Source: an optimization exercise on an open RTL-to-GDS flow (aim: small area, a short achievable clock period and few clock cycles). Production flows keep margins and buffers that such runs may drop.
In this exercise RTL edits were held to simulation tests only and were not proved equivalent to the original.
Power and IR drop assume default switching activity.

===== config.mk =====
export PLATFORM = sky130hd
export DESIGN_NAME = sha256_msg_padder
export DESIGN_NICKNAME = sha256_msg_padder
export VERILOG_FILES = /design/flow/design.v
export SDC_FILE = /design/flow/constraint.sdc
export NUM_CORES = 4
export LEC_CHECK = 0
export CAP_MARGIN = 20
export CORE_MARGIN = 2
export CORE_UTILIZATION = 40
export CTS_BUF_LIST = sky130_fd_sc_hd__clkbuf_8 sky130_fd_sc_hd__clkbuf_16
export CTS_CLUSTER_DIAMETER = 150
export CTS_CLUSTER_SIZE = 30
export SETUP_SLACK_MARGIN = 2.8
export SLEW_MARGIN = 20

===== constraint.sdc =====
create_clock -name core_clock -period 5.0 [get_ports {Clk}]
set_input_delay 1.0000 -clock core_clock [delete_from_list [all_inputs] [get_ports {Clk}]]
set_output_delay 1.0000 -clock core_clock [all_outputs]
set_load 0.01 [all_outputs]

===== design.v =====
package sha256_pkg;
  localparam int SHA_BLOCK_W   = 512;
  localparam int SHA_DIGEST_W  = 256;
  localparam int BLK_BYTES     = SHA_BLOCK_W / 8;
  localparam int LEN_FIELD_OFS = 56;
  localparam logic [7:0] PAD_BYTE = 8'h80;
  typedef enum logic [1:0] {
    PH_DATA = 2'd0,    
    PH_PAD  = 2'd1,    
    PH_LEN  = 2'd2     
  } pad_phase_t;
endpackage
import sha256_pkg::*;
module sha256_blk_buf (
  input  logic                   Clk,
  input  logic                   shift,      
  input  logic [7:0]             in_byte,
  input  logic                   load,       
  output logic [SHA_BLOCK_W-1:0] rd_data
);
  logic [SHA_BLOCK_W-1:0] stage_q;
  logic [SHA_BLOCK_W-1:0] out_q;
  always_ff @(posedge Clk) begin
    if (shift) begin
      stage_q <= {stage_q[SHA_BLOCK_W-9:0], in_byte};
    end
    if (load) begin
      out_q <= stage_q;
    end
  end
  assign rd_data = out_q;
endmodule
import sha256_pkg::*;
module sha256_msg_padder #(
  parameter int LEN_W   = 64,
  parameter int TIMEOUT = 4096
) (
  input  logic                   Clk,
  input  logic                   Rst,
  input  logic [7:0]             i_Byte,
  input  logic                   i_fValid,
  input  logic                   i_fLast,
  output logic                   o_fReady,
  output logic [SHA_BLOCK_W-1:0] o_Data,
  output logic                   o_fStart,
  output logic                   o_fFirst,
  input  logic                   i_fDone,
  output logic                   o_fMsgDone,
  output logic                   o_fErr
);
  localparam int TMO_W  = $clog2(TIMEOUT) + 1;    
  localparam int HI_W   = LEN_W - 9;              
  localparam int CH_W   = 8;                      
  localparam int N_CH   = (HI_W + CH_W - 1) / CH_W;
  sha256_pkg::pad_phase_t ph_q, ph_d;
  logic              need80_q, need80_d;
  logic [5:0]        pos_q, pos_d;           
  logic              full_q, full_d;         
  logic              s_final_q, s_final_d;   
  logic              first_pend_q, first_pend_d;
  logic              ready_q, ready_d;       
  logic [5:0]        lo_q, lo_d;             
  logic [HI_W-1:0]   hi_q, hi_d;             
  logic [N_CH-1:0]   cy_q, cy_d;             
  logic              hi_ones_q;
  logic              live_q;                 
  logic              start_q, busy_q, out_q, out_d;    
  logic              go_idle_q, go_ack_q, pad_go_q, shift_en_q;
  logic              tmo_pre_q;              
  logic              len_last_q;             
  logic              r_first_q, r_final_q;
  logic [TMO_W-1:0]  tcnt_q, tcnt_d;
  logic              msgdone_q, err_q, err_d;
  logic              accept, shift, xfer, ack, tmo, flush, near_tmo, len_end, clr, inc;
  logic [7:0]        in_byte, len_byte;
  logic [63:0]       len_field;
  assign len_field = {hi_q, lo_q, 3'b000};
  assign len_byte  = len_field[63 - 8*pos_q[2:0] -: 8];
  sha256_blk_buf u_buf (
    .Clk     (Clk),
    .shift   (shift),
    .in_byte (in_byte),
    .load    (xfer),
    .rd_data (o_Data)
  );
  always_comb begin
    accept   = i_fValid & shift_en_q & ~pad_go_q;
    ack      = out_q & i_fDone;
    tmo      = tmo_pre_q & ~i_fDone;                  
    near_tmo = out_q & ~i_fDone & (tcnt_q == TMO_W'(TIMEOUT - 1));
    flush    = tmo & ~r_final_q;
    xfer     = go_idle_q | (go_ack_q & i_fDone);    
    shift    = (i_fValid | pad_go_q) & shift_en_q;   
    len_end  = len_last_q & pad_go_q;                 
    clr      = flush | len_end | ~live_q;
    inc      = (ph_q == PH_DATA) & accept;
    case (ph_q)
      PH_DATA: in_byte = i_Byte;
      PH_PAD:  in_byte = need80_q ? PAD_BYTE : 8'h00;
      default: in_byte = len_byte;
    endcase
    ph_d     = ph_q;
    need80_d = need80_q;
    case (ph_q)
      PH_DATA: if (accept && i_fLast) begin
        ph_d     = PH_PAD;
        need80_d = 1'b1;
      end
      PH_PAD: if (shift) begin
        need80_d = 1'b0;
        if (pos_q == 6'(LEN_FIELD_OFS - 1)) ph_d = PH_LEN;
      end
      default: if (len_end) ph_d = PH_DATA;
    endcase
    pos_d        = shift ? pos_q + 6'd1 : pos_q;
    full_d       = (shift & (pos_q == 6'd63)) | (full_q & ~xfer);
    s_final_d    = len_end | (s_final_q & ~xfer);
    first_pend_d = xfer ? s_final_q : first_pend_q;
    if (flush) begin
      ph_d         = PH_DATA;
      need80_d     = 1'b0;
      pos_d        = '0;
      full_d       = 1'b0;
      s_final_d    = 1'b0;
      first_pend_d = 1'b1;
    end
    ready_d = (ph_d == PH_DATA) & ~full_d & ~near_tmo;
    lo_d = lo_q + 6'(inc);
    hi_d = hi_inc;
    cy_d = cy_nxt;
    if (clr) begin
      lo_d = '0;
      hi_d = '0;
      cy_d = '0;
    end
    out_d  = (busy_q & ~out_q) | (out_q & ~i_fDone & ~tcnt_q[TMO_W-1]);
    tcnt_d = xfer ? '0 : (out_q ? tcnt_q + TMO_W'(1) : tcnt_q);
    err_d  = err_q | tmo | (inc & (lo_q == 6'd63) & hi_ones_q);
  end
  logic [HI_W-1:0] hi_inc;
  logic [N_CH-1:0] cy_nxt;
  for (genvar c = 0; c < N_CH; c++) begin : g_hi
    localparam int W = (c == N_CH - 1) ? HI_W - CH_W * c : CH_W;
    logic cin;
    assign cin = cy_q[c];
    assign hi_inc[CH_W*c +: W] = hi_q[CH_W*c +: W] + W'(cin);
    if (c + 1 < N_CH) begin : g_cy
      assign cy_nxt[c + 1] = cin & (&hi_q[CH_W*c +: W]);
    end
  end
  assign cy_nxt[0] = inc & (lo_q == 6'd63);
  always_ff @(posedge Clk or posedge Rst) begin
    if (Rst) begin
      ph_q         <= PH_DATA;
      need80_q     <= 1'b0;
      pos_q        <= '0;
      full_q       <= 1'b0;
      s_final_q    <= 1'b0;
      first_pend_q <= 1'b1;
      ready_q      <= 1'b0;
      live_q       <= 1'b0;
      start_q      <= 1'b0;
      busy_q       <= 1'b0;
      go_idle_q    <= 1'b0;
      go_ack_q     <= 1'b0;
      pad_go_q     <= 1'b0;
      shift_en_q   <= 1'b0;
      tmo_pre_q    <= 1'b0;
      len_last_q   <= 1'b0;
      out_q        <= 1'b0;
      msgdone_q    <= 1'b0;
      err_q        <= 1'b0;
    end else begin
      ph_q         <= ph_d;
      need80_q     <= need80_d;
      pos_q        <= pos_d;
      full_q       <= full_d;
      s_final_q    <= s_final_d;
      first_pend_q <= first_pend_d;
      ready_q      <= ready_d;
      live_q       <= 1'b1;
      start_q      <= xfer;
      busy_q       <= xfer | out_d;
      go_idle_q    <= full_d & ~(xfer | out_d);
      go_ack_q     <= full_d & out_d;
      pad_go_q     <= (ph_d != PH_DATA) & ~full_d;
      shift_en_q   <= ready_d | ((ph_d != PH_DATA) & ~full_d);
      tmo_pre_q    <= near_tmo;
      len_last_q   <= (ph_d == PH_LEN) & (pos_d == 6'd63);
      out_q        <= out_d;
      msgdone_q    <= ack & r_final_q;
      err_q        <= err_d;
    end
  end
  always_ff @(posedge Clk) begin
    lo_q      <= lo_d;
    hi_q      <= hi_d;
    cy_q      <= cy_d;
    hi_ones_q <= &hi_q;
  end
  always_ff @(posedge Clk) begin
    if (xfer) begin
      r_first_q <= first_pend_q;
      r_final_q <= s_final_q;
    end
    tcnt_q <= tcnt_d;
  end
  assign o_fReady   = ready_q;
  assign o_fStart   = start_q;
  assign o_fFirst   = r_first_q;
  assign o_fMsgDone = msgdone_q;
  assign o_fErr     = err_q;
endmodule

===== flow/run.sh =====
#!/bin/bash
# Own layout flow: the standard layout with two changes:
# - the port buffers are sky130_fd_sc_hd__buf_2 (buffer_ports' default pick is
#   a delay cell, clkdlybuf4s50_1);
# - after global placement the output buffers, and the registers that drive
#   only them, are moved next to their pins (flow/obuf_near_driver.tcl).
set -euo pipefail
WORK=$(cd "$(dirname "$0")/.." && pwd)
cd "$WORK"
bash standard.sh "BUFFER_PORTS_ARGS=-buffer_cell sky130_fd_sc_hd__buf_2" \
  "POST_GLOBAL_PLACE_TCL=$WORK/flow/obuf_near_driver.tcl" \
  "POST_DETAIL_ROUTE_TCL=$WORK/flow/unfirm.tcl" finish \
  > "$WORK/standard_finish.log" 2>&1

===== flow/obuf_near_driver.tcl =====
# After global placement, for each output port whose register drives only the
# port's buffer, the register and the buffer are placed side by side on free,
# legal sites in the rows next to the port's pin; any other output buffer goes
# next to the cell that drives it. The buffers keep their size (dont_touch) so
# the registers see a small load. The placed pairs are held (FIRM) while
# detailed placement legalizes the rest around them and in later steps;
# flow/unfirm.tcl releases them (placement and dont_touch) after detailed
# routing, before the final global_connect.
set block [ord::get_db_block]
set core [$block getCoreArea]
set cx0 [$core xMin]; set cy0 [$core yMin]; set cx1 [$core xMax]; set cy1 [$core yMax]
set rows [$block getRows]
set row0 [lindex $rows 0]
set rowh [[$row0 getSite] getHeight]
set sitew [[$row0 getSite] getWidth]
set nrows [llength $rows]
foreach row $rows {
  set r [expr { ([lindex [$row getOrigin] 1] - $cy0) / $rowh }]
  set orient($r) [$row getOrient]
  set occ($r) {}
}
foreach inst [$block getInsts] {
  if { [$inst isFixed] } {
    set l [$inst getLocation]
    set r [expr { ([lindex $l 1] - $cy0) / $rowh }]
    if { [info exists occ($r)] } {
      lappend occ($r) [list [lindex $l 0] [expr { [lindex $l 0] + [[$inst getMaster] getWidth] }]]
    }
  }
}
proc snapdn { x x0 w } { expr { $x0 + int(floor(double($x - $x0) / $w)) * $w } }
proc snapup { x x0 w } { expr { $x0 + int(ceil(double($x - $x0) / $w)) * $w } }
# first free x >= x for width w in a row's interval list, or "" past hi
proc free_right { ivs x w hi x0 sw } {
  set x [snapup $x $x0 $sw]
  set moved 1
  while { $moved } {
    set moved 0
    foreach iv $ivs {
      if { [lindex $iv 0] < $x + $w && [lindex $iv 1] > $x } {
        set x [snapup [lindex $iv 1] $x0 $sw]; set moved 1
      }
    }
  }
  if { $x + $w > $hi } { return "" }
  return $x
}
# last free x <= x for width w, or "" below lo
proc free_left { ivs x w lo x0 sw } {
  set x [snapdn $x $x0 $sw]
  set moved 1
  while { $moved } {
    set moved 0
    foreach iv $ivs {
      if { [lindex $iv 0] < $x + $w && [lindex $iv 1] > $x } {
        set x [snapdn [expr { [lindex $iv 0] - $w }] $x0 $sw]; set moved 1
      }
    }
  }
  if { $x < $lo } { return "" }
  return $x
}

set pairs {}
set near_drv 0
foreach bterm [$block getBTerms] {
  if { [$bterm getIoType] != "OUTPUT" } { continue }
  set net [$bterm getNet]
  if { $net == "NULL" } { continue }
  set bpins [$bterm getBPins]
  if { [llength $bpins] == 0 } { continue }
  set bb [[lindex $bpins 0] getBBox]
  set px [expr { ([$bb xMin] + [$bb xMax]) / 2 }]
  set py [expr { ([$bb yMin] + [$bb yMax]) / 2 }]
  set buf ""
  foreach it [$net getITerms] {
    if { [$it isOutputSignal] } { set buf [$it getInst] }
  }
  if { $buf == "" } { continue }
  $buf setDoNotTouch 1
  set innet ""
  foreach it [$buf getITerms] {
    if { [$it isInputSignal] } { set innet [$it getNet] }
  }
  if { $innet == "" || $innet == "NULL" } { continue }
  set drv ""; set nload 0
  foreach it [$innet getITerms] {
    if { [$it isOutputSignal] } { set drv [$it getInst] } elseif { [$it isInputSignal] } { incr nload }
  }
  if { $drv == "" } { continue }
  if { $nload == 1 && [[$drv getMaster] isSequential] } {
    if { $px <= $cx0 } { set side L } elseif { $px >= $cx1 } { set side R } elseif { $py <= $cy0 } { set side B } else { set side T }
    set key [expr { $side == "L" || $side == "R" ? $py : $px }]
    lappend pairs [list $side $key $px $py $buf $drv]
  } else {
    set loc [$drv getLocation]
    $buf setLocation [lindex $loc 0] [lindex $loc 1]
    incr near_drv
  }
}

set firm {}
set placed 0
foreach p [lsort -integer -index 1 $pairs] {
  lassign $p side key px py buf drv
  set fw [[$drv getMaster] getWidth]
  set bw [[$buf getMaster] getWidth]
  set w [expr { $fw + $bw }]
  set r0 [expr { min(max(int(($py - $cy0) / $rowh), 0), $nrows - 1) }]
  set best ""; set bestcost 0
  if { $side == "B" || $side == "T" } {
    set want [expr { $px - $w / 2 }]
    for { set k 0 } { $k < 20 } { incr k } {
      set r [expr { $side == "B" ? $k : $nrows - 1 - $k }]
      foreach x [list [free_right $occ($r) $want $w $cx1 $cx0 $sitew] [free_left $occ($r) $want $w $cx0 $cx0 $sitew]] {
        if { $x == "" } { continue }
        set cost [expr { abs($x - $want) + $k * $rowh }]
        if { $best == "" || $cost < $bestcost } { set best [list $r $x]; set bestcost $cost }
      }
    }
  } else {
    for { set k -24 } { $k <= 24 } { incr k } {
      set r [expr { $r0 + $k }]
      if { $r < 0 || $r >= $nrows } { continue }
      if { $side == "L" } {
        set x [free_right $occ($r) $cx0 $w $cx1 $cx0 $sitew]
        if { $x == "" } { continue }
        set cost [expr { ($x - $cx0) + abs($k) * $rowh }]
      } else {
        set x [free_left $occ($r) [expr { $cx1 - $w }] $w $cx0 $cx0 $sitew]
        if { $x == "" } { continue }
        set cost [expr { ($cx1 - $w - $x) + abs($k) * $rowh }]
      }
      if { $best == "" || $cost < $bestcost } { set best [list $r $x]; set bestcost $cost }
    }
  }
  if { $best == "" } { continue }
  lassign $best r x
  set y [expr { $cy0 + $r * $rowh }]
  # the buffer on the pin's side of the register
  if { $side == "L" || (($side == "B" || $side == "T") && $px < $x + $w / 2) } {
    set bx $x; set fx [expr { $x + $bw }]
  } else {
    set fx $x; set bx [expr { $x + $fw }]
  }
  foreach {inst ix} [list $drv $fx $buf $bx] {
    $inst setOrient $orient($r)
    $inst setLocation $ix $y
    $inst setPlacementStatus FIRM
  }
  lappend occ($r) [list $x [expr { $x + $w }]]
  incr placed
}
puts "obuf_near_driver: $placed of [llength $pairs] registers and buffers put by their pins, $near_drv buffers moved to their drivers"
detailed_placement
estimate_parasitics -placement

===== flow/unfirm.tcl =====
# Release the cells obuf_near_driver.tcl held in place and kept from resizing,
# so that the final global_connect hooks up their supply pins too.
foreach inst [[ord::get_db_block] getInsts] {
  if { [$inst getPlacementStatus] == "FIRM" } { $inst setPlacementStatus PLACED }
  if { [$inst isDoNotTouch] } { $inst setDoNotTouch 0 }
}
global_connect

===== standard.sh =====
#!/bin/bash
# synth_recipe.tcl (not shown) runs the flow's synth.tcl, then flattens the netlist and writes it again
# the make line also repeats each setting of config.mk as NAME=value (left out here)
make -C /OpenROAD-flow-scripts/flow DESIGN_CONFIG=/design/flow/config.mk WORK_HOME=/design/flow/orfs CLKGATE_MAP_FILE= SYNTH_SCRIPT=/design/flow/synth_recipe.tcl "${@:-finish}"

==> flow_summary_export.csv, run 1 <==
group,metric,value,unit
run_status,outcome,"complete, no violations",
cts,cts_hold_repair.buffers,0,
critical_path,r2r_cells,5,
sta,setup_tns,0,ns
final_layout,instances_no_fill,3308,
cts,clkSinkCount,1133,
job,maxCapViolCount,0,
global_routing,grt.total_usage,15.9,%
critical_path,required,4.00,ns
power,p_sw_share,18.0,%
sta,setup_violations,0,
yosys,syn_avg_cell_area,23.2,sq um
placed_design,pre_cts_slack,1.76,ns
global_routing,overflow,0,
die,coreArea,88600,sq um
critical_path,endpoint_kind,"output pin",
global_routing,antenna_found_initial,5,
power,clock_power_share,29.0,%
drt,finalWirelength,77.3,mm
drt,drc,0,
critical_path,reg2reg_slack,2.94,ns
sta,postLayoutSetupSlackWorst,2.84,ns
drt,wire_per_inst,23.4,um
power,p_int,11.8,mW
yosys,synth-edff-count,1026,
die,initial_core_util,40.4,%
drt,wl_met2,36.0,mm
critical_path,cp_max_fo,1,
cts,h-tree-depth,2,
sta,fin_crit_sh,43.1,%
sta,finalClockSkew,0.0299,ns
drt,dr.pass1.iters,7,
drt,wl_met3,6.57,mm
yosys,synthesis.area,35800,sq um
yosys,synth_ff_type,"edfxtp_1",
global_routing,grt_max_degree,161,
power,p_seq_share,70.8,%
sta,fmax,0.464,GHz
critical_path,startpoint_type,"flip-flop",
sta,rsz0062_at_grt,"yes",
sta,period_needed,2.16,ns
worst_hold_path,holdPathStages,0,
power,power_frac_comb,0.2,%
worst_hold_path,hold_start,"u_buf.stage_q[506]",
sta,finalHoldViolations,0,
drt,dr.max_layer_used,"met5",
power,p_per_area,346,nW/um^2
sta,tightest_slew,0.963,ns
cts,cts_made_buffers,43,
placed_design,portBuffers,529,
cts,cts_tree,"yes",
yosys,synth_top_cell_by_area,"edfxtp_1",
critical_path,slowest_delay,0.38,ns
die,die_height,303,um
placed_design,dp.final_hpwl,57.4,mm
yosys,async_flop_share,2.21,%
die,rows,109,
critical_path,path_cells,"buf_2",
drt,vias,15600,
yosys,synth_top_area_share,86.0,%
yosys,synth.area.top_cells,"edfxtp_1 (86%), dfxtp_1 (4.6%), dfrtp_1 (1.7%)",
yosys,syn_nets,1578,
placed_design,dp.cells,3237,
drt,viasPerCell,4.73,
die,pin_count,530,
worst_hold_path,hp-class,"flip-flop to flip-flop",
cts,clk_pin_slew,0.10,ns
yosys,ys_types,58,
final_layout,nets,2157,
global_routing,grt_pass1_wl,106,mm
drt,ant_nets,0,
critical_path,critPathKind,"flip-flop to output pin",
critical_path,cpLargestDelayFamily,"flip-flops",
critical_path,cp.buffers_inverters,1,
cts,clk_latency,0.62,ns
final_layout,syn_to_final_growth,15.6,%
drt,drt_iter0_drc,2118,
yosys,synthCells,1546,
sta,slew-limit-headroom,35.4,%
final_layout,drive_gt1_share,29.3,%
critical_path,arrival,1.16,ns
power,peakVddDrop,0.000308,V
cts,cts_root_buffer,"clkbuf_16",
die,die_x,303,um
critical_path,cp_slowest_cell,"edfxtp_1",
global_routing,grt_pass1_vias,14800,
yosys,ys_warn_count,2,
worst_hold_path,holdPathEnd,"u_buf.out_q[506]",
power,p_leak,16.3,nW
die,die_area,92000,sq um
yosys,synth_seq_cells,1133,
sta,slew_violations,0,
critical_path,regToRegStartpoint,"pos_q[0]",
cts,cts_max_path_buffers,3,
yosys,yosysSeqAreaShare,92.3,%
critical_path,r2r_end,"u_buf.stage_q[4]",
power,netSwitchingPower,2.58,mW
drt,wl_met1,32.4,mm
## power groups by stage
| stage | combinational (mW) | clock, mW | sequential [mW] |
|---|---|---|---|
| 3_3_place_gp | 0.0217 | 0 | 10.4 |
| 6_report | 0.0216 | 4.16 | 10.2 |
| 2_1_floorplan | 0.0108 | 0 | 10.4 |
| 4_1_cts | 0.0223 | 4.30 | 10.2 |
| 5_1_grt | 0.0241 | 4.60 | 10.2 |
| 3_5_place_dp | 0.0223 | 0 | 10.4 |
## timing repair
action | in CTS | in global routing
buffers inserted | 4 | 3
setup endpoints to repair | 358 | 328
cloned | 1 | 0
resized for setup | 7 | 4
pin swaps | 1 | 2
## worst max path at each step
stage          cells after the start                to              from
4_1_cts                            1       o_Data[111]  u_buf.out_q[111]
3_3_place_gp                       5  u_buf.stage_q[6]          pos_q[0]
6_report                           1       o_Data[275]  u_buf.out_q[275]
2_1_floorplan                      5        len_last_q          i_fValid
3_5_place_dp                       5  u_buf.stage_q[6]          pos_q[0]
5_1_grt                            1        o_Data[55]   u_buf.out_q[55]
## registers in the layout, indices dropped and copies added (netlist names), 2 cells and up
| register | flops |
|---|---|
| u_buf.out_q | 512 |
| u_buf.stage_q | 512 |
| hi_q | 55 |
| tcnt_q | 13 |
| cy_q | 7 |
| lo_q | 6 |
| pos_q | 6 |
| ph_q | 2 |
## Yosys cell counts (3+ instances only)
cell type and count:
inv_2 3, and4_1 3, mux4_2 8, nor2_1 96, xor2_1 28, o21ai_1 3, xnor2_1 33, nand4_1 20
a21oi_1 8, nand3_1 28, and3_1 19, nand2_1 25, nor3_1 8, inv_1 8, mux2i_1 11, buf_6 3
or3_1 3, ha_1 19, dfxtp_1 82, buf_2 11, and2_1 20, dfrtp_1 24, a22oi_1 11, o21ai_0 6
edfxtp_1 1026
## metrics by stage
stage | power (mW) | hold WS (ns) | utilization, % | area (sq um)
2_1_floorplan | 10.4 | 0.400 | - | 35900
3_3_place_gp | 10.4 | 0.401 | 45.2 | 40100
3_5_place_dp | 10.4 | 0.408 | 45.2 | 40100
4_1_cts | 14.5 | 0.432 | 46.7 | 41400
5_1_grt | 14.8 | 0.440 | 46.7 | 41400
6_report | 14.3 | 0.431 | 46.7 | 41400
## metal layers
layer | vias to the layer above | global-route usage (%)
li1 | 7127 | -
met1 | 7472 | 22.7
met2 | 925 | 25.2
met3 | 107 | 2.78
met4 | 4 | 4.83
met5 | - | 0
## layout make-up
cell class                      count  area [sq um]
Tap cell                         1165          1460
Timing Repair inverter              1          16.3
Inverter                           11          83.8
Timing Repair Buffer              550          2920
Clock inverter                     17           106
Clock buffer                       43          1080
Antenna cell                        3          7.51
Multi-Input combinational cell    385          2670
Fill cell                        7014         47200
Sequential cell                  1133         33100
## cells by family (layout without fill, tap and decap cells)
group	count (synthesis)	in the layout	synth area share, %
fa+ha+maj	19	19	0.663
other cells	1	4	0.0105
xor+xnor	62	62	1.54
mux	19	19	0.810
compound gates	48	48	0.988
buf+inv	28	622	0.394
simple gates	236	236	3.32
flops	1133	1133	92.3
## layout by cell type (no fill, tap or decap), drive strengths merged, types with 9 or more instances in the layout
master / netlist / final
dfxtp: 82 / 82
and3: 19 / 19
dfrtp: 24 / 24
clkbuf: 2 / 43
xnor2: 34 / 34
mux2i: 11 / 11
buf: 15 / 550
nand4: 20 / 20
nor3: 9 / 9
a21oi: 9 / 9
xor2: 28 / 28
nand2: 25 / 25
ha: 19 / 19
nor2: 96 / 96
nand3: 28 / 28
edfxtp: 1026 / 1026
a22oi: 11 / 11
inv: 11 / 26
and2: 20 / 20
o21ai: 10 / 10
Testbench counts, summed over its fixed seeds: cycles 56,712.
==> run 2, diff against run 1 <==
==> flow/run.sh (replaced) <==
#!/bin/bash
# Own layout flow: the standard layout with two changes:
# - the port buffers are sky130_fd_sc_hd__buf_1 (buffer_ports' default pick is
#   a delay cell, clkdlybuf4s50_1);
# - after global placement the output buffers, and the registers that drive
#   only them, are moved next to their pins (flow/obuf_near_driver.tcl).
set -euo pipefail
WORK=$(cd "$(dirname "$0")/.." && pwd)
cd "$WORK"
bash standard.sh "BUFFER_PORTS_ARGS=-buffer_cell sky130_fd_sc_hd__buf_1" \
  "POST_GLOBAL_PLACE_TCL=$WORK/flow/obuf_near_driver.tcl" \
  "POST_DETAIL_ROUTE_TCL=$WORK/flow/unfirm.tcl" finish \
  > "$WORK/standard_finish.log" 2>&1
--- a/config.mk
+++ b/config.mk
@@ -8,7 +8,6 @@
 export CAP_MARGIN = 20
 export CORE_MARGIN = 2
 export CORE_UTILIZATION = 40
-export CTS_BUF_LIST = sky130_fd_sc_hd__clkbuf_8 sky130_fd_sc_hd__clkbuf_16
 export CTS_CLUSTER_DIAMETER = 150
 export CTS_CLUSTER_SIZE = 30
 export SETUP_SLACK_MARGIN = 2.8
==> run 2 against run 1 <==
Fmax shrank 0.59%. Via count grew 1.1%. Synthesized cell count is the same. First-iteration DRC count shrank 2.6%. Setup slack lost 0.013 ns. Sequential power is essentially flat. Clock power is essentially flat. Routed wire length grew 2.1%. Cell area shrank 1.3%. Worst hold slack lost 0.0011 ns. Sequential share of layout area grew 1.1 points. Clock-buffer cell count grew 13. Highest routed layer unchanged.
==> flow_summary_export.csv, run 2 <==
group,metric,value,unit
run_status,outcome,"complete, no violations",
drt,drt_iter0_drc,2062,
sta,fin_crit_sh,43.4,%
sta,setup_tns,0,ns
cts,cts_max_path_buffers,3,
critical_path,endpoint_kind,"output pin",
drt,wire_per_inst,23.8,um
final_layout,nets,2168,
critical_path,cp_max_fo,2,
yosys,synthesis.area,35800,sq um
cts,cts_tree,"yes",
final_layout,reg_top3,"u_buf.out_q: 512 flops, u_buf.stage_q: 512 flops, hi_q: 55 flops",
yosys,synth.most_common_cell,"edfxtp_1",
cts,clk_pin_slew,0.10,ns
power,p_sw_share,17.9,%
yosys,synth-edff-count,1026,
die,die_height,303,um
final_layout,drive_gt1_share,5.16,%
sta,fmax,0.461,GHz
cts,h-tree-depth,2,
cts,cts_root_buffer,"clkbuf_16",
power,p_leak,14.4,nW
cts,cts_hold_repair.buffers,0,
critical_path,path_cells,"buf_1",
yosys,syn_nets,1578,
drt,ant_nets,0,
yosys,synth_seq_cells,1133,
sta,setup_violations,0,
power,power_frac_comb,0.1,%
critical_path,slowest_delay,0.37,ns
critical_path,arrival,1.17,ns
placed_design,dp.final_hpwl,56.9,mm
final_layout,final_cell_mix,"edfxtp_1 (1026), buf_1 (529), nor2_1 (95), dfxtp_1 (82), clkbuf_16 (44)",
yosys,synthCells,1546,
sta,rsz0062_at_grt,"yes",
die,pin_count,530,
power,p_int,11.8,mW
global_routing,overflow,0,
sta,slew_violations,0,
job,maxCapViolCount,0,
drt,dr.pass1.iters,5,
critical_path,critPathKind,"flip-flop to output pin",
cts,clkSinkCount,1133,
power,netSwitchingPower,2.58,mW
critical_path,cpLargestDelayFamily,"flip-flops",
global_routing,grt_pass1_wl,107,mm
sta,holdWs,0.430,ns
sta,tightest_slew,0.983,ns
yosys,synth_top_area_share,86.0,%
sta,period_needed,2.17,ns
critical_path,startpoint_type,"flip-flop",
die,coreArea,88600,sq um
die,die_x,303,um
yosys,syn_avg_cell_area,23.2,sq um
worst_hold_path,hp-class,"flip-flop to flip-flop",
cts,clk_latency,0.62,ns
die,rows,109,
power,p_seq_share,70.7,%
yosys,ys_top_cells_by_count,"edfxtp_1 (1026), nor2_1 (96), dfxtp_1 (82), xnor2_1 (33)",
drt,vias,15800,
sta,finalHoldViolations,0,
yosys,synth_top_cell_by_area,"edfxtp_1",
cts,cts_made_buffers,43,
global_routing,antenna_found_initial,7,
sta,finalClockSkew,0.0222,ns
drt,drc,0,
die,initial_core_util,40.4,%
power,p_per_area,351,nW/um^2
final_layout,syn_to_final_growth,14.0,%
power,clock_power_share,29.1,%
final_layout,fillers,6935,
critical_path,cp.buffers_inverters,1,
die,die_area,92000,sq um
power,peakVddDrop,0.000311,V
drt,viasPerCell,4.77,
yosys,async_flop_share,2.21,%
global_routing,grt.total_usage,16.1,%
yosys,yosysSeqAreaShare,92.3,%
global_routing,grt_max_degree,176,
yosys,synth_ff_type,"edfxtp_1",
sta,slew-limit-headroom,34.1,%
drt,finalWirelength,78.9,mm
critical_path,required,4.00,ns
yosys,synth.area.top_cells,"edfxtp_1 (86%), dfxtp_1 (4.6%), dfrtp_1 (1.7%)",
global_routing,grt_pass1_vias,15100,
placed_design,portBuffers,529,
final_layout,layout_commonest_cell,"edfxtp_1",
critical_path,cp_slowest_cell,"dfrtp_1",
yosys,ys_warn_count,2,
yosys,ys_types,58,
## run 2: kinds of logic (layout without fill, tap and decap cells)
family	after synthesis	in the layout	share of synthesized area, %
xor+xnor	62	62	1.54
fa+ha+maj	19	19	0.663
buf+inv	28	633	0.394
compound gates	48	48	0.988
other cells	1	2	0.0105
mux	19	19	0.810
simple gates	236	236	3.32
flops	1133	1133	92.3
## run 2: path summary, 6_finish.rpt
kind	endpoint	cells past startpoint	start	slack, ns
max	o_fErr	1	err_q	2.83
min	u_buf.out_q[508]	0	u_buf.stage_q[508]	0.43
max reg2reg	len_last_q	6	pos_q[0]	2.91
min reg2reg	u_buf.out_q[508]	0	u_buf.stage_q[508]	0.43
max in group asynchronous	pos_q[0]	2	Rst	4.01
min in group asynchronous	s_final_q	2	Rst	0.46
## run 2: final cells by class
| cell class | count | area (sq um) | share of cell area (%) |
|---|---|---|---|
| Tap cell | 1165 | 1460 | 3.57 |
| Sequential cell | 1133 | 33100 | 81.0 |
| Timing Repair inverter | 3 | 41.3 | 0.101 |
| Inverter | 11 | 83.8 | 0.205 |
| Multi-Input combinational cell | 385 | 2680 | 6.57 |
| Antenna cell | 1 | 2.50 | 0.00612 |
| Clock buffer | 56 | 1120 | 2.75 |
| Clock inverter | 4 | 57.6 | 0.141 |
| Timing Repair Buffer | 559 | 2330 | 5.70 |
## run 2: through the flow
stage	total power [mW]	std cells	setup WS [ns]	utilization, %	area, sq um
floorplan	10.4	1546	1.99	-	35900
detailed placement	10.4	3241	1.66	44.5	39500
global placement	10.4	3241	1.72	44.5	39500
finish	14.4	3317	2.83	46.1	40900
global route	14.8	3316	2.74	46.1	40900
CTS	14.5	3310	2.77	46.0	40800
## run 2: layer usage
layer  vias to the layer above  share of wire [%]  GRT usage, %
li1                       7131                  -             -
met2                      1021                 48          26.5
met1                      7547                 41          22.4
met3                       106                8.9          2.92
met5                         -              0.068             0
met4                         8                2.0          3.75
## run 2: power by group through the flow
stage / logic, mW / registers [mW] / clock network [mW]
6_report: 0.0207 / 10.2 / 4.18
5_1_grt: 0.0231 / 10.2 / 4.61
4_1_cts: 0.0210 / 10.2 / 4.32
3_5_place_dp: 0.0207 / 10.4 / 0
3_3_place_gp: 0.0200 / 10.4 / 0
2_1_floorplan: 0.0108 / 10.4 / 0
## run 2: repair_timing
item / 4_1_cts / 5_1_grt
setup endpoints to repair: 830 / 444
buffers inserted: 6 / 5
pin swaps: 1 / 2
resized for setup: 11 / 4
cloned: 3 / 1
==> run 3, diff against run 2 <==
--- a/flow/obuf_near_driver.tcl
+++ b/flow/obuf_near_driver.tcl
@@ -1,8 +1,9 @@
 # After global placement, for each output port whose register drives only the
-# port's buffer, the register and the buffer are placed side by side on free,
+# port's buffer (and perhaps the one gate that feeds its own D pin), the
+# register and the buffer (and that gate) are placed side by side on free,
 # legal sites in the rows next to the port's pin; any other output buffer goes
 # next to the cell that drives it. The buffers keep their size (dont_touch) so
-# the registers see a small load. The placed pairs are held (FIRM) while
+# the registers see a small load; the cells placed by the pins keep theirs too. The placed pairs are held (FIRM) while
 # detailed placement legalizes the rest around them and in later steps;
 # flow/unfirm.tcl releases them (placement and dont_touch) after detailed
 # routing, before the final global_connect.
@@ -83,15 +84,32 @@
     if { [$it isInputSignal] } { set innet [$it getNet] }
   }
   if { $innet == "" || $innet == "NULL" } { continue }
-  set drv ""; set nload 0
+  set drv ""; set nload 0; set others {}
   foreach it [$innet getITerms] {
-    if { [$it isOutputSignal] } { set drv [$it getInst] } elseif { [$it isInputSignal] } { incr nload }
+    if { [$it isOutputSignal] } { set drv [$it getInst] } elseif { [$it isInputSignal] } {
+      incr nload
+      if { [$it getInst] != $buf } { lappend others [$it getInst] }
+    }
   }
   if { $drv == "" } { continue }
-  if { $nload == 1 && [[$drv getMaster] isSequential] } {
+  # a register whose other load is the gate driving its own D pin
+  set fb ""
+  if { $nload == 2 && [[$drv getMaster] isSequential] } {
+    set g [lindex $others 0]
+    set dnet ""
+    foreach it [$drv getITerms] {
+      if { [[$it getMTerm] getName] == "D" } { set dnet [$it getNet] }
+    }
+    if { $dnet != "" && $dnet != "NULL" } {
+      foreach it [$dnet getITerms] {
+        if { [$it isOutputSignal] && [$it getInst] == $g } { set fb $g }
+      }
+    }
+  }
+  if { ($nload == 1 || $fb != "") && [[$drv getMaster] isSequential] } {
     if { $px <= $cx0 } { set side L } elseif { $px >= $cx1 } { set side R } elseif { $py <= $cy0 } { set side B } else { set side T }
     set key [expr { $side == "L" || $side == "R" ? $py : $px }]
-    lappend pairs [list $side $key $px $py $buf $drv]
+    lappend pairs [list $side $key $px $py $buf $drv $fb]
   } else {
     set loc [$drv getLocation]
     $buf setLocation [lindex $loc 0] [lindex $loc 1]
@@ -102,10 +120,11 @@
 set firm {}
 set placed 0
 foreach p [lsort -integer -index 1 $pairs] {
-  lassign $p side key px py buf drv
+  lassign $p side key px py buf drv fb
   set fw [[$drv getMaster] getWidth]
+  set gw [expr { $fb == "" ? 0 : [[$fb getMaster] getWidth] }]
   set bw [[$buf getMaster] getWidth]
-  set w [expr { $fw + $bw }]
+  set w [expr { $fw + $bw + $gw }]
   set r0 [expr { min(max(int(($py - $cy0) / $rowh), 0), $nrows - 1) }]
   set best ""; set bestcost 0
   if { $side == "B" || $side == "T" } {
@@ -137,16 +156,19 @@
   if { $best == "" } { continue }
   lassign $best r x
   set y [expr { $cy0 + $r * $rowh }]
-  # the buffer on the pin's side of the register
+  # the buffer on the pin's side of the register, the feedback gate on the other
   if { $side == "L" || (($side == "B" || $side == "T") && $px < $x + $w / 2) } {
-    set bx $x; set fx [expr { $x + $bw }]
+    set bx $x; set fx [expr { $x + $bw }]; set gx [expr { $fx + $fw }]
   } else {
-    set fx $x; set bx [expr { $x + $fw }]
+    set gx $x; set fx [expr { $x + $gw }]; set bx [expr { $fx + $fw }]
   }
-  foreach {inst ix} [list $drv $fx $buf $bx] {
+  set moves [list $drv $fx $buf $bx]
+  if { $fb != "" } { lappend moves $fb $gx }
+  foreach {inst ix} $moves {
     $inst setOrient $orient($r)
     $inst setLocation $ix $y
     $inst setPlacementStatus FIRM
+    $inst setDoNotTouch 1
   }
   lappend occ($r) [list $x [expr { $x + $w }]]
   incr placed
==> run 3 against run 2 <==
The run now fails in 4_1_cts. Synthesized area stayed put. Synthesized cell count did not move.
==> flow_summary_export.csv, run 3 <==
group,metric,value,unit
run_status,outcome,"did not finish",
run_status,failing_step,"4_1_cts",
run_status,error,"[ERROR ODB-0370] Attempt to disconnect term CLK of dont_touch instance u_buf.out_q\\[9\\]$_DFFE_PP_",
yosys,yosysSeqAreaShare,92.3,%
placed_design,portBuffers,529,
die,die_x,303,um
yosys,syn_nets,1578,
yosys,ys_types,58,
yosys,synth-edff-count,1026,
yosys,async_flop_share,2.21,%
yosys,synth_top_area_share,86.0,%
die,pin_count,530,
die,initial_core_util,40.4,%
cts,clkSinkCount,1133,
yosys,synth_ff_type,"edfxtp_1",
yosys,syn_avg_cell_area,23.2,sq um
die,die_height,303,um
yosys,ys_top_cells_by_count,"edfxtp_1 (1026), nor2_1 (96), dfxtp_1 (82), xnor2_1 (33)",
yosys,ys_warn_count,2,
yosys,synth_top_cell_by_area,"edfxtp_1",
placed_design,dpl_cell_area,39500,sq um
yosys,synthesis.area,35800,sq um
yosys,synthCells,1546,
placed_design,pre_cts_slack,1.66,ns
yosys,synth.area.top_cells,"edfxtp_1 (86%), dfxtp_1 (4.6%), dfrtp_1 (1.7%)",
placed_design,dp.final_hpwl,57.0,mm
die,rows,109,
yosys,synth_seq_cells,1133,
yosys,synth.most_common_cell,"edfxtp_1",
[run 3: cell counts after synthesis]
Identical to the previous run, type by type.
[run 3: power by group through the flow]
| stage | combinational [mW] | sequential [mW] | clock [mW] |
|---|---|---|---|
| 2_1_floorplan | 0.0108 | 10.4 | 0 |
| 3_3_place_gp | 0.0200 | 10.4 | 0 |
| 3_5_place_dp | 0.0205 | 10.4 | 0 |
[run 3: worst max-delay path by stage]
| stage | depth (start not counted) | endpoint | slack, ns | start |
|---|---|---|---|---|
| after detailed placement | 5 | u_buf.stage_q[6] | 1.66 | pos_q[0] |
| after floorplan | 5 | len_last_q | 1.99 | i_fValid |
| after global placement | 5 | u_buf.stage_q[6] | 1.72 | pos_q[0] |
[run 3: cells by family after synthesis]
group | Yosys count | share of synthesized area (%)
fa+ha+maj | 19 | 0.663
xor+xnor | 62 | 1.54
simple gates | 236 | 3.32
buf+inv | 28 | 0.394
mux | 19 | 0.810
other cells | 1 | 0.0105
flops | 1133 | 92.3
compound gates | 48 | 0.988
[run 3: through the flow]
stage / hold WS [ns] / cells
2_1_floorplan: 0.400 / 1546
3_5_place_dp: 0.410 / 3241
3_3_place_gp: 0.402 / 3241
==> run 4, diff against run 3 <==
--- a/flow/obuf_near_driver.tcl
+++ b/flow/obuf_near_driver.tcl
@@ -3,8 +3,9 @@
 # register and the buffer (and that gate) are placed side by side on free,
 # legal sites in the rows next to the port's pin; any other output buffer goes
 # next to the cell that drives it. The buffers keep their size (dont_touch) so
-# the registers see a small load; the cells placed by the pins keep theirs too. The placed pairs are held (FIRM) while
-# detailed placement legalizes the rest around them and in later steps;
+# the registers see a small load; the feedback gates placed by the pins keep
+# theirs too. The placed cells are held (FIRM) while detailed placement legalizes the
+# rest around them and in later steps;
 # flow/unfirm.tcl releases them (placement and dont_touch) after detailed
 # routing, before the final global_connect.
 set block [ord::get_db_block]
@@ -168,7 +169,8 @@
     $inst setOrient $orient($r)
     $inst setLocation $ix $y
     $inst setPlacementStatus FIRM
-    $inst setDoNotTouch 1
+    # (not the register: clock tree synthesis rewires its clock pin)
+    if { $inst != $drv } { $inst setDoNotTouch 1 }
   }
   lappend occ($r) [list $x [expr { $x + $w }]]
   incr placed
==> run 4 against run 3 <==
Now clean on timing, DRC and antenna. Synthesized area unchanged. Synthesized cell count unchanged.
==> flow_summary_export.csv, run 4 <==
group,metric,value,unit
yosys,syn_nets,1578,
cts,cts_tree,"yes",
power,peakVddDrop,0.000249,V
sta,fin_crit_sh,43.5,%
drt,vias,15800,
die,initial_core_util,40.4,%
final_layout,drive_gt1_share,5.21,%
drt,drc,0,
sta,slew_violations,0,
sta,rsz0062_at_grt,"yes",
placed_design,dp.final_hpwl,57.0,mm
cts,h-tree-depth,2,
cts,clk_latency,0.63,ns
power,p_leak,14.4,nW
cts,cts_root_buffer,"clkbuf_16",
global_routing,antenna_found_initial,6,
sta,holdWs,0.437,ns
yosys,synth_seq_cells,1133,
critical_path,cp_max_fo,1,
final_layout,nets,2167,
cts,clk_pin_slew,0.12,ns
yosys,syn_avg_cell_area,23.2,sq um
cts,cts_made_buffers,43,
critical_path,slowest_delay,0.33,ns
yosys,synth.area.top_cells,"edfxtp_1 (86%), dfxtp_1 (4.6%), dfrtp_1 (1.7%)",
yosys,synth_top_area_share,86.0,%
global_routing,grt.total_usage,16.1,%
placed_design,pre_cts_slack,1.66,ns
sta,postLayoutSetupSlackWorst,2.83,ns
yosys,async_flop_share,2.21,%
final_layout,reg_top3,"u_buf.out_q: 512 flops, u_buf.stage_q: 512 flops, hi_q: 55 flops",
critical_path,cpLargestDelayFamily,"flip-flops",
sta,slew-limit-headroom,34.7,%
critical_path,critPathKind,"flip-flop to output pin",
final_layout,final_cell_mix,"edfxtp_1 (1026), buf_1 (528), nor2_1 (95), dfxtp_1 (82), clkbuf_16 (44)",
die,die_x,303,um
critical_path,path_cells,"buf_1",
global_routing,grt_max_degree,176,
yosys,ys_top_cells_by_count,"edfxtp_1 (1026), nor2_1 (96), dfxtp_1 (82), xnor2_1 (33)",
critical_path,cp.buffers_inverters,1,
drt,dr.pass1.iters,5,
yosys,synth-edff-count,1026,
cts,cts_hold_repair.buffers,0,
sta,setup_violations,0,
job,maxCapViolCount,0,
yosys,synthCells,1546,
critical_path,arrival,1.17,ns
placed_design,portBuffers,529,
power,p_per_area,352,nW/um^2
worst_hold_path,hp-class,"input pin to asynchronous set/reset pin",
final_layout,layout_commonest_cell,"edfxtp_1",
global_routing,grt_pass1_wl,108,mm
drt,finalWirelength,78.8,mm
die,pin_count,530,
final_layout,instances_no_fill,3316,
critical_path,cp_slowest_cell,"edfxtp_1",
final_layout,fillers,6905,
critical_path,required,4.00,ns
sta,finalClockSkew,0.0322,ns
drt,ant_nets,0,
sta,fmax,0.460,GHz
die,rows,109,
yosys,ys_types,58,
placed_design,dp.cells,3241,
cts,clkSinkCount,1133,
die,die_area,92000,sq um
sta,period_needed,2.17,ns
cts,cts_max_path_buffers,3,
yosys,yosysSeqAreaShare,92.3,%
drt,drt_iter0_drc,1938,
sta,tightest_slew,0.974,ns
critical_path,startpoint_type,"flip-flop",
global_routing,grt_pass1_vias,15100,
yosys,ys_warn_count,2,
yosys,synth_ff_type,"edfxtp_1",
die,coreArea,88600,sq um
power,totalPowerFinal,14.4,mW
yosys,synth_top_cell_by_area,"edfxtp_1",
drt,viasPerCell,4.76,
drt,wire_per_inst,23.8,um
sta,setup_tns,0,ns
run_status,outcome,"complete, no violations",
die,die_height,303,um
yosys,synth.most_common_cell,"edfxtp_1",
yosys,synthesis.area,35800,sq um
sta,finalHoldViolations,0,
global_routing,overflow,0,
final_layout,syn_to_final_growth,14.0,%
critical_path,endpoint_kind,"output pin",
## run 4: cell counts after synthesis
Identical to the previous run, type by type.
## run 4: routing by layer
metal  vias to the layer above  wire, um  global-route usage [%]  share of wire (%)
met5                         -        30                       0              0.038
met4                         4      1390                    3.33                1.8
met3                        90      6410                    2.53                8.1
met2                       944     38100                    26.7                 48
met1                      7600     32900                    22.6                 42
li1                       7136         -                       -                  -
## run 4: final cells by class
class / count / area (sq um) / share of cell area (%)
repair inverters: 3 / 41.3 / 0.101
well taps: 1165 / 1460 / 3.57
clock inverters: 4 / 57.6 / 0.141
clock buffers: 56 / 1120 / 2.75
flip-flops and latches: 1133 / 33100 / 81.0
multi-input cells: 385 / 2700 / 6.59
repair buffers: 558 / 2320 / 5.68
inverters: 11 / 83.8 / 0.205
diodes: 1 / 2.50 / 0.00612
## run 4: path summary, 6_finish.rpt
path | startpoint | to | slack (ns) | cells after the start
min | Rst | pos_q[5] | 0.44 | 2
min in group core_clock | u_buf.stage_q[506] | u_buf.out_q[506] | 0.44 | 0
min reg2reg | u_buf.stage_q[506] | u_buf.out_q[506] | 0.44 | 0
max in group asynchronous | Rst | pos_q[0] | 4.05 | 2
max reg2reg | pos_q[0] | u_buf.stage_q[6] | 2.93 | 5
max | u_buf.out_q[412] | o_Data[412] | 2.83 | 1
## run 4: kinds of logic after synthesis
kind of cell	after synthesis	synth area share, %
flops	1133	92.3
mux	19	0.810
simple gates	236	3.32
buf+inv	28	0.394
fa+ha+maj	19	0.663
compound gates	48	0.988
xor+xnor	62	1.54
other cells	1	0.0105
## run 4: metrics by stage
stage          utilization [%]  cell area (sq um)
2_1_floorplan                -              35900
3_3_place_gp              44.5              39500
3_5_place_dp              44.5              39500
4_1_cts                   46.0              40800
5_1_grt                   46.1              40900
6_report                  46.1              40900
## run 4: power by group
| part | switching, mW | internal [mW] | total [mW] |
|---|---|---|---|
| combinational | 0.0172 | 0.00325 | 0.0205 |
| clock | 2.59 | 1.63 | 4.21 |
| sequential | 0.000375 | 10.2 | 10.2 |
| total | 2.61 | 11.8 | 14.4 |
## run 4: repair_timing
| item | 4_1_cts | 5_1_grt |
|---|---|---|
| cloned | 3 | 1 |
| pin swaps | 1 | 2 |
| buffers inserted | 6 | 4 |
| endpoints found under the setup margin | 834 | 481 |
| gates resized for setup | 10 | 7 |
==> run 5, diff against run 4 <==
--- a/flow/obuf_near_driver.tcl
+++ b/flow/obuf_near_driver.tcl
@@ -4,8 +4,8 @@
 # legal sites in the rows next to the port's pin; any other output buffer goes
 # next to the cell that drives it. The buffers keep their size (dont_touch) so
 # the registers see a small load; the feedback gates placed by the pins keep
-# theirs too. The placed cells are held (FIRM) while detailed placement legalizes the
-# rest around them and in later steps;
+# theirs too. The placed cells are held (FIRM) while detailed placement
+# legalizes the rest around them and in later steps;
 # flow/unfirm.tcl releases them (placement and dont_touch) after detailed
 # routing, before the final global_connect.
 set block [ord::get_db_block]
==> run 5 against run 4 <==
Still clean. Clock skew did not move. Clock-buffer cell count did not move. Global-route usage did not move. Flip-flop and latch count did not move. Critical endpoint unchanged. Highest routed layer unchanged.
==> flow_summary_export.csv, run 5 <==
group,metric,value,unit
placed_design,dp.final_hpwl,57.0,mm
run_status,outcome,"complete, no violations",
critical_path,required,4.00,ns
yosys,synth_top_area_share,86.0,%
critical_path,critPathKind,"flip-flop to output pin",
global_routing,grt_pass1_wl,108,mm
yosys,synth_seq_cells,1133,
cts,cts_root_buffer,"clkbuf_16",
sta,fin_crit_sh,43.5,%
critical_path,critPathLaunch,"u_buf.out_q[412]",
yosys,synthMuxAreaShare,0.810,%
critical_path,crit_cells,1,
critical_path,cp_slowest_cell,"edfxtp_1",
yosys,synth-xor-area-share,1.54,%
cts,clk_pin_slew,0.12,ns
yosys,synthCells,1546,
die,initial_core_util,40.4,%
critical_path,endpoint_kind,"output pin",
yosys,yosys.area_share.simple,3.32,%
die,coreArea,88600,sq um
drt,drc,0,
yosys,ys_warn_count,2,
critical_path,r2r_end,"u_buf.stage_q[6]",
drt,dr.pass1.iters,5,
drt,drt_iter0_drc,1938,
yosys,synth.most_common_cell,"edfxtp_1",
critical_path,reg2reg_slack,2.93,ns
sta,setup_violations,0,
global_routing,grt_max_degree,176,
yosys,synth-edff-count,1026,
cts,clk_latency,0.63,ns
die,die_height,303,um
power,p_leak,14.4,nW
yosys,synth_adder_area_share,0.663,%
power,totalPowerFinal,14.4,mW
drt,vias,15800,
sta,period_needed,2.17,ns
critical_path,arrival,1.17,ns
placed_design,portBuffers,529,
yosys,synth_compound_gate_area_share,0.988,%
cts,cts_made_buffers,43,
worst_hold_path,hp-class,"input pin to asynchronous set/reset pin",
critical_path,setup.worst_path.end,"o_Data[412]",
sta,finalHoldViolations,0,
cts,cts_max_path_buffers,3,
yosys,yosysSeqAreaShare,92.3,%
power,peakVddDrop,0.000249,V
final_layout,final_cell_mix,"edfxtp_1 (1026), buf_1 (528), nor2_1 (95), dfxtp_1 (82), clkbuf_16 (44)",
power,p_per_area,352,nW/um^2
final_layout,syn_to_final_growth,14.0,%
die,pin_count,530,
cts,cts_hold_repair.buffers,0,
job,maxCapViolCount,0,
final_layout,nets,2167,
final_layout,post-route-util,46.1,%
die,die_area,92000,sq um
sta,rsz0062_at_grt,"yes",
yosys,synth_ff_type,"edfxtp_1",
global_routing,overflow,0,
yosys,synth_top_family_by_area,"simple AND/OR/NAND/NOR gates",
yosys,syn_avg_cell_area,23.2,sq um
drt,finalWirelength,78.8,mm
final_layout,instances_no_fill,3316,
die,rows,109,
drt,ant_nets,0,
cts,h-tree-depth,2,
final_layout,fillers,6905,
global_routing,grt_pass1_vias,15100,
cts,clkSinkCount,1133,
sta,finalClockSkew,0.0322,ns
critical_path,cpLargestDelayFamily,"flip-flops",
critical_path,startpoint_type,"flip-flop",
drt,wire_per_inst,23.8,um
yosys,synth_top_cell_by_area,"edfxtp_1",
final_layout,layout_commonest_cell,"edfxtp_1",
global_routing,antenna_found_initial,6,
critical_path,r2r_cells,5,
sta,holdWs,0.437,ns
drt,viasPerCell,4.76,
global_routing,grt.total_usage,16.1,%
final_layout,drive_gt1_share,5.21,%
sta,fmax,0.460,GHz
critical_path,cp_max_fo,1,
yosys,synthesis.area,35800,sq um
die,die_x,303,um
yosys,synth.area.top_cells,"edfxtp_1 (86%), dfxtp_1 (4.6%), dfrtp_1 (1.7%)",
critical_path,path_cells,"buf_1",
cts,cts_tree,"yes",
critical_path,cp.buffers_inverters,1,
sta,tightest_slew,0.974,ns
sta,setup_tns,0,ns
yosys,ys_top_cells_by_count,"edfxtp_1 (1026), nor2_1 (96), dfxtp_1 (82), xnor2_1 (33)",
critical_path,slowest_delay,0.33,ns
yosys,syn_nets,1578,
yosys,ys_types,58,
sta,slew-limit-headroom,34.7,%
yosys,async_flop_share,2.21,%
sta,slew_violations,0,
placed_design,dp.cells,3241,
final_layout,reg_top3,"u_buf.out_q: 512 flops, u_buf.stage_q: 512 flops, hi_q: 55 flops",
critical_path,regToRegStartpoint,"pos_q[0]",
-- run 5: repair_timing --
item	4_1_cts	5_1_grt
endpoints found under the setup margin	834	481
buffers inserted	6	4
cloned	3	1
gates resized for setup	10	7
pin swaps	1	2
-- run 5: cell type report --
| cell class | instances | area, sq um | area share (%) |
|---|---|---|---|
| clock buffers | 56 | 1120 | 2.75 |
| multi-input cells | 385 | 2700 | 6.59 |
| flip-flops and latches | 1133 | 33100 | 81.0 |
| well taps | 1165 | 1460 | 3.57 |
| clock inverters | 4 | 57.6 | 0.141 |
| diodes | 1 | 2.50 | 0.00612 |
| repair inverters | 3 | 41.3 | 0.101 |
| inverters | 11 | 83.8 | 0.205 |
| repair buffers | 558 | 2320 | 5.68 |
-- run 5: per-stage QoR --
step / area, sq um / setup WS, ns
global route: 40900 / 2.76
detailed placement: 39500 / 1.66
global placement: 39500 / 1.72
finish: 40900 / 2.83
floorplan: 35900 / 1.99
CTS: 40800 / 2.78
-- run 5: worst min path at each step --
stage | from | endpoint | slack, ns | depth (start not counted)
after detailed placement | u_buf.stage_q[508] | u_buf.out_q[508] | 0.41 | 0
after global placement | u_buf.stage_q[510] | u_buf.out_q[510] | 0.40 | 0
final | Rst | pos_q[5] | 0.44 | 2
after floorplan | u_buf.stage_q[504] | u_buf.out_q[504] | 0.40 | 0
after global routing | u_buf.stage_q[510] | u_buf.out_q[510] | 0.44 | 0
after CTS | u_buf.stage_q[506] | u_buf.out_q[506] | 0.44 | 0
-- run 5: where the power goes --
group          total, mW  switching, mW  internal [mW]
sequential          10.2       0.000375           10.2
clock               4.21           2.59           1.63
combinational     0.0205         0.0172        0.00325
-- run 5: logic make-up (layout without fill, tap and decap cells) --
kind of cell | after synthesis | in the layout
compound gates | 48 | 48
xor+xnor | 62 | 62
fa+ha+maj | 19 | 19
buf+inv | 28 | 632
flops | 1133 | 1133
mux | 19 | 19
other cells | 1 | 2
simple gates | 236 | 236
-- run 5: per-layer routing --
| metal | up-vias | GRT usage, % | wire length, um |
|---|---|---|---|
| met5 | - | 0 | 30 |
| met4 | 4 | 3.33 | 1390 |
| met3 | 90 | 2.53 | 6410 |
| met2 | 944 | 26.7 | 38100 |
| met1 | 7600 | 22.6 | 32900 |
| li1 | 7136 | - | - |
==> run 6, diff against run 5 <==
==> flow/run.sh (replaced) <==
#!/bin/bash
# Own layout flow: the standard layout with two changes:
# - the port buffers are sky130_fd_sc_hd__buf_1 (buffer_ports' default pick is
#   a delay cell, clkdlybuf4s50_1);
# - after global placement the output buffers, and the registers that drive
#   only them, are moved next to their pins (flow/obuf_near_driver.tcl);
# - the pins are spread at least 2.2 um apart, so that the registers and
#   buffers placed by them crowd less.
set -euo pipefail
WORK=$(cd "$(dirname "$0")/.." && pwd)
cd "$WORK"
bash standard.sh "BUFFER_PORTS_ARGS=-buffer_cell sky130_fd_sc_hd__buf_1" \
  "POST_GLOBAL_PLACE_TCL=$WORK/flow/obuf_near_driver.tcl" \
  "POST_DETAIL_ROUTE_TCL=$WORK/flow/unfirm.tcl" \
  "PLACE_PINS_ARGS=-min_distance 2.2" finish \
  > "$WORK/standard_finish.log" 2>&1
==> run 6 against run 5 <==
The run now fails in 3_2_place_iop. Synthesized cell count unchanged. Synthesized area unchanged.
==> flow_summary_export.csv, run 6 <==
group,metric,value,unit
die,rows,109,
yosys,synth-edff-count,1026,
yosys,syn_nets,1578,
yosys,ys_types,58,
yosys,synthesis.area,35800,sq um
die,die_x,303,um
yosys,synth_seq_cells,1133,
yosys,yosysSeqAreaShare,92.3,%
die,initial_core_util,40.4,%
yosys,ys_warn_count,2,
die,die_height,303,um
run_status,error,"[ERROR PPL-0024] Number of IO pins (530) exceeds maximum number of available positions (484). Increase the die perimeter from 1213.40um to 1441.60um.",
yosys,synth.area.top_cells,"edfxtp_1 (86%), dfxtp_1 (4.6%), dfrtp_1 (1.7%)",
run_status,outcome,"did not finish",
run_status,failing_step,"3_2_place_iop",
yosys,synth.most_common_cell,"edfxtp_1",
yosys,synth_top_cell_by_area,"edfxtp_1",
yosys,ys_top_cells_by_count,"edfxtp_1 (1026), nor2_1 (96), dfxtp_1 (82), xnor2_1 (33)",
yosys,synth_top_area_share,86.0,%
yosys,async_flop_share,2.21,%
yosys,synthCells,1546,
yosys,synth_ff_type,"edfxtp_1",
yosys,syn_avg_cell_area,23.2,sq um
==> run 6: cell counts after synthesis <==
Identical to the previous run, type by type.
==> run 6: cells by family after synthesis <==
group,count (synthesis),share of synthesized area (%)
flops,1133,92.3
fa+ha+maj,19,0.663
compound gates,48,0.988
other cells,1,0.0105
buf+inv,28,0.394
mux,19,0.810
simple gates,236,3.32
xor+xnor,62,1.54
==> run 7, diff against run 6 <==
==> flow/run.sh (replaced) <==
#!/bin/bash
# Own layout flow: the standard layout with these changes:
# - the port buffers are sky130_fd_sc_hd__buf_1 (buffer_ports' default pick is
#   a delay cell, clkdlybuf4s50_1);
# - after global placement the output buffers, and the registers that drive
#   only them, are moved next to their pins (flow/obuf_near_driver.tcl);
# - the pins are spread at least 1.9 um apart, so that the registers and
#   buffers placed by them crowd less.
set -euo pipefail
WORK=$(cd "$(dirname "$0")/.." && pwd)
cd "$WORK"
bash standard.sh "BUFFER_PORTS_ARGS=-buffer_cell sky130_fd_sc_hd__buf_1" \
  "POST_GLOBAL_PLACE_TCL=$WORK/flow/obuf_near_driver.tcl" \
  "POST_DETAIL_ROUTE_TCL=$WORK/flow/unfirm.tcl" \
  "PLACE_PINS_ARGS=-min_distance 1.9" finish \
  > "$WORK/standard_finish.log" 2>&1
==> run 7 against run 6 <==
The flow stops in 3_5_place_dp. Synthesized area unchanged. Synthesized cell count unchanged.
==> flow_summary_export.csv, run 7 <==
group,metric,value,unit
run_status,error,"[ERROR DPL-0033] detailed placement checks failed during check placement.",
die,die_height,303,um
yosys,ys_top_cells_by_count,"edfxtp_1 (1026), nor2_1 (96), dfxtp_1 (82), xnor2_1 (33)",
yosys,yosysSeqAreaShare,92.3,%
die,rows,109,
yosys,synthesis.area,35800,sq um
yosys,synth_ff_type,"edfxtp_1",
die,die_x,303,um
run_status,failing_step,"3_5_place_dp",
yosys,synth_seq_cells,1133,
yosys,ys_warn_count,2,
yosys,syn_nets,1578,
yosys,synth.most_common_cell,"edfxtp_1",
yosys,ys_types,58,
yosys,synth_top_cell_by_area,"edfxtp_1",
placed_design,dp.final_hpwl,62.3,mm
run_status,outcome,"did not finish",
yosys,synthCells,1546,
yosys,synth.area.top_cells,"edfxtp_1 (86%), dfxtp_1 (4.6%), dfrtp_1 (1.7%)",
placed_design,portBuffers,529,
die,initial_core_util,40.4,%
die,pin_count,530,
yosys,syn_avg_cell_area,23.2,sq um
yosys,synth-edff-count,1026,
yosys,async_flop_share,2.21,%
yosys,synth_top_area_share,86.0,%
-- run 7: cell counts after synthesis --
No cell type changed its count.
-- run 7: worst max-delay path by stage --
stage	startpoint	endpoint	slack (ns)	cells after the start
3_3_place_gp	pos_q[0]	u_buf.stage_q[6]	1.76	5
2_1_floorplan	i_fValid	len_last_q	1.99	5
-- run 7: kinds of logic after synthesis --
logic type                 after synthesis  share of synthesized area [%]
other                                    1                         0.0105
muxes                                   19                          0.810
and+or+nand+nor                        236                           3.32
DFF                                   1133                           92.3
AOI/OAI and AO/OA                       48                          0.988
adders and majority gates               19                          0.663
xor gates and xnor gates                62                           1.54
buffers and inverters                   28                          0.394
-- run 7: power by group through the flow --
stage	Clock, mW	Combinational [mW]	Sequential, mW
floorplan	0	0.0108	10.4
global placement	0	0.0207	10.4
-- run 7: per-stage QoR --
step	worst slack, ns	instance area [sq um]	total power [mW]
global placement	1.76	39500	10.4
floorplan	1.99	35900	10.4
==> run 8, diff against run 7 <==
--- a/flow/obuf_near_driver.tcl
+++ b/flow/obuf_near_driver.tcl
@@ -129,7 +129,7 @@
   set r0 [expr { min(max(int(($py - $cy0) / $rowh), 0), $nrows - 1) }]
   set best ""; set bestcost 0
   if { $side == "B" || $side == "T" } {
-    set want [expr { $px - $w / 2 }]
+    set want [expr { min(max($px - $w / 2, $cx0), $cx1 - $w) }]
     for { set k 0 } { $k < 20 } { incr k } {
       set r [expr { $side == "B" ? $k : $nrows - 1 - $k }]
       foreach x [list [free_right $occ($r) $want $w $cx1 $cx0 $sitew] [free_left $occ($r) $want $w $cx0 $cx0 $sitew]] {
==> run 8 against run 7 <==
The run now finishes clean. Synthesized area unchanged. Synthesized cell count unchanged.
==> flow_summary_export.csv, run 8 <==
group,metric,value,unit
yosys,synthesis.area,35800,sq um
critical_path,startpoint_type,"flip-flop",
critical_path,cp_slowest_cell,"edfxtp_1",
yosys,synth_top_cell_by_area,"edfxtp_1",
critical_path,cp_max_fo,1,
yosys,ys_top_cells_by_count,"edfxtp_1 (1026), nor2_1 (96), dfxtp_1 (82), xnor2_1 (33)",
placed_design,pre_cts_slack,1.70,ns
sta,slew_violations,0,
drt,finalWirelength,84.9,mm
die,pin_count,530,
sta,tightest_slew,0.760,ns
cts,clk_pin_slew,0.11,ns
die,coreArea,88600,sq um
yosys,yosysSeqAreaShare,92.3,%
yosys,synth.most_common_cell,"edfxtp_1",
sta,setup_violations,0,
final_layout,fin_area,40900,sq um
power,p_sw_share,17.7,%
cts,h-tree-depth,2,
yosys,syn_avg_cell_area,23.2,sq um
power,clock_power_share,29.3,%
final_layout,final_cell_mix,"edfxtp_1 (1026), buf_1 (529), nor2_1 (95), dfxtp_1 (82), clkbuf_16 (46)",
yosys,synth_top_area_share,86.0,%
final_layout,syn_to_final_growth,14.1,%
die,die_x,303,um
critical_path,path_cells,"buf_1",
power,p_int,11.8,mW
power,netSwitchingPower,2.55,mW
final_layout,instances_no_fill,3323,
drt,viasPerCell,4.85,
yosys,synth.area.top_cells,"edfxtp_1 (86%), dfxtp_1 (4.6%), dfrtp_1 (1.7%)",
sta,fmax,0.459,GHz
yosys,ys_warn_count,2,
final_layout,reg_top3,"u_buf.out_q: 512 flops, u_buf.stage_q: 512 flops, hi_q: 55 flops",
yosys,async_flop_share,2.21,%
drt,wire_per_inst,25.6,um
placed_design,portBuffers,529,
die,die_area,92000,sq um
critical_path,cpLargestDelayFamily,"flip-flops",
cts,cts_hold_repair.buffers,0,
critical_path,arrival,1.18,ns
drt,dr.max_layer_used,"met5",
cts,cts_made_buffers,43,
sta,finalHoldViolations,0,
placed_design,dp.cells,3245,
job,maxCapViolCount,0,
die,die_height,303,um
final_layout,nets,2169,
yosys,synth_ff_type,"edfxtp_1",
placed_design,dp.final_hpwl,62.3,mm
power,p_seq_share,70.6,%
global_routing,grt_max_degree,125,
drt,ant_nets,0,
power,p_per_area,352,nW/um^2
critical_path,slowest_delay,0.33,ns
sta,postLayoutSetupSlackWorst,2.82,ns
critical_path,endpoint_kind,"output pin",
final_layout,post-route-util,46.1,%
yosys,ys_types,58,
sta,rsz0062_at_grt,"yes",
drt,wl_met2,37.5,mm
die,rows,109,
sta,finalClockSkew,0.0330,ns
drt,wl_met1,37.4,mm
sta,holdWs,0.300,ns
critical_path,critPathKind,"flip-flop to output pin",
critical_path,required,4.00,ns
cts,cts_root_buffer,"clkbuf_16",
power,power_frac_comb,0.2,%
sta,slew-limit-headroom,49.1,%
worst_hold_path,hp-class,"input pin to asynchronous set/reset pin",
power,peakVddDrop,0.000356,V
yosys,synth-edff-count,1026,
placed_design,dpl_cell_area,39500,sq um
yosys,syn_nets,1578,
critical_path,cp.buffers_inverters,1,
cts,clk_latency,0.62,ns
cts,cts_max_path_buffers,3,
drt,drt_iter0_drc,1817,
yosys,synth_seq_cells,1133,
sta,fin_crit_sh,43.5,%
run_status,outcome,"complete, no violations",
drt,wl_met3,8.73,mm
drt,drc,0,
power,p_leak,14.5,nW
yosys,synthCells,1546,
drt,dr.pass1.iters,5,
global_routing,grt_pass1_vias,15000,
cts,cts_tree,"yes",
cts,clkSinkCount,1133,
sta,period_needed,2.18,ns
global_routing,antenna_found_initial,14,
final_layout,drive_gt1_share,5.15,%
global_routing,overflow,0,
die,initial_core_util,40.4,%
global_routing,grt.total_usage,17.6,%
drt,vias,16100,
sta,setup_tns,0,ns
final_layout,layout_commonest_cell,"edfxtp_1",
power,totalPowerFinal,14.4,mW
global_routing,grt_pass1_wl,114,mm
[run 8: cell counts after synthesis]
No cell type changed its count.
[run 8: final timing paths]
path	slack, ns	endpoint	start	depth (start not counted)
min in group core_clock	0.45	u_buf.out_q[351]	u_buf.stage_q[351]	0
hold reg to reg	0.45	u_buf.out_q[351]	u_buf.stage_q[351]	0
setup reg to reg	2.86	u_buf.stage_q[6]	pos_q[1]	5
setup / recovery	2.82	o_Data[498]	u_buf.out_q[498]	1
hold / removal	0.30	go_idle_q	Rst	2
max in group asynchronous	4.23	first_pend_q	Rst	3
[run 8: cell families after synthesis]
family / Yosys count / share of synthesized area, %
DFF: 1133 / 92.3
and+or+nand+nor: 236 / 3.32
xor gates and xnor gates: 62 / 1.54
AOI/OAI and AO/OA: 48 / 0.988
buffers and inverters: 28 / 0.394
adders and majority gates: 19 / 0.663
muxes: 19 / 0.810
other: 1 / 0.0105
[run 8: repair_timing]
item / 4_1_cts / 5_1_grt
gates cloned: 1 / 2
setup endpoints to repair: 915 / 765
resized for setup: 11 / 8
pin swaps: 1 / 2
buffers inserted: 4 / 4
[run 8: area by class of cell]
class                      count  area, sq um
timing repair inverter         2         27.5
fill                        7016        47700
timing repair buffer         561         2350
antenna                        3         7.51
multi-input combinational    385         2700
inverter                      11         93.8
tap                         1165         1460
clock inverter                 1         8.76
sequential                  1133        33100
clock buffer                  62         1190
[run 8: worst register-to-register path, delay by kind of cell, from the launching register on]
family | cells | cell delay (ns)
muxes | 1 | 0.53
DFF | 1 | 0.50
adders and majority gates | 1 | 0.40
AOI/OAI and AO/OA | 2 | 0.37
buffers and inverters | 1 | 0.11
[run 8: routing by layer]
layer,global-route usage (%),up-vias
met5,0,-
met4,3.15,4
met3,4.50,81
met2,26.1,1065
met1,26.5,7800
li1,-,7152
[run 8: power groups by stage]
stage	Sequential, mW	Combinational [mW]	Clock, mW
after floorplan	10.4	0.0108	0
after global placement	10.4	0.0207	0
after detailed placement	10.4	0.0217	0
after CTS	10.2	0.0219	4.33
after global routing	10.2	0.0247	4.60
final	10.2	0.0219	4.21

## static timing again, ports no longer ideal
How much do the figures lean on ideal ports? The routed layouts below were timed once more, with nothing changed but the port constraints. Step 1, drivers: a clkbuf_16 drives Clk and a buf_2 each remaining input, both assumed. Step 2, shift: input delay + t, output delay - t, t = (earliest + latest rising clock arrival at the registers) / 2. This alone moves slack from input paths to output paths. Slacks: ideal / step 1 / step 2; pairs: ideal / step 1.
| run | shift t [ns] | setup WS [ns] | worst setup path after step 2 | worst slew at a driven data input, ns | cell pins on the clock port's net |
|---|---|---|---|---|---|
| run 1 | 0.665 | 2.844 / 2.786 / 2.298 | input to register | 0.07 | 1 |
| run 2 | 0.665 | 2.831 / 2.771 / 2.291 | input to register | 0.08 | 1 |
| run 4 | 0.671 | 2.827 / 2.768 / 2.247 | input to register | 0.09 | 1 |
| run 5 | 0.671 | 2.827 / 2.768 / 2.247 | input to register | 0.09 | 1 |
| run 8 | 0.670 | 2.823 / 2.758 / 2.320 | input to register | 0.08 | 1 |
After both steps setup and hold are still met in every run listed.
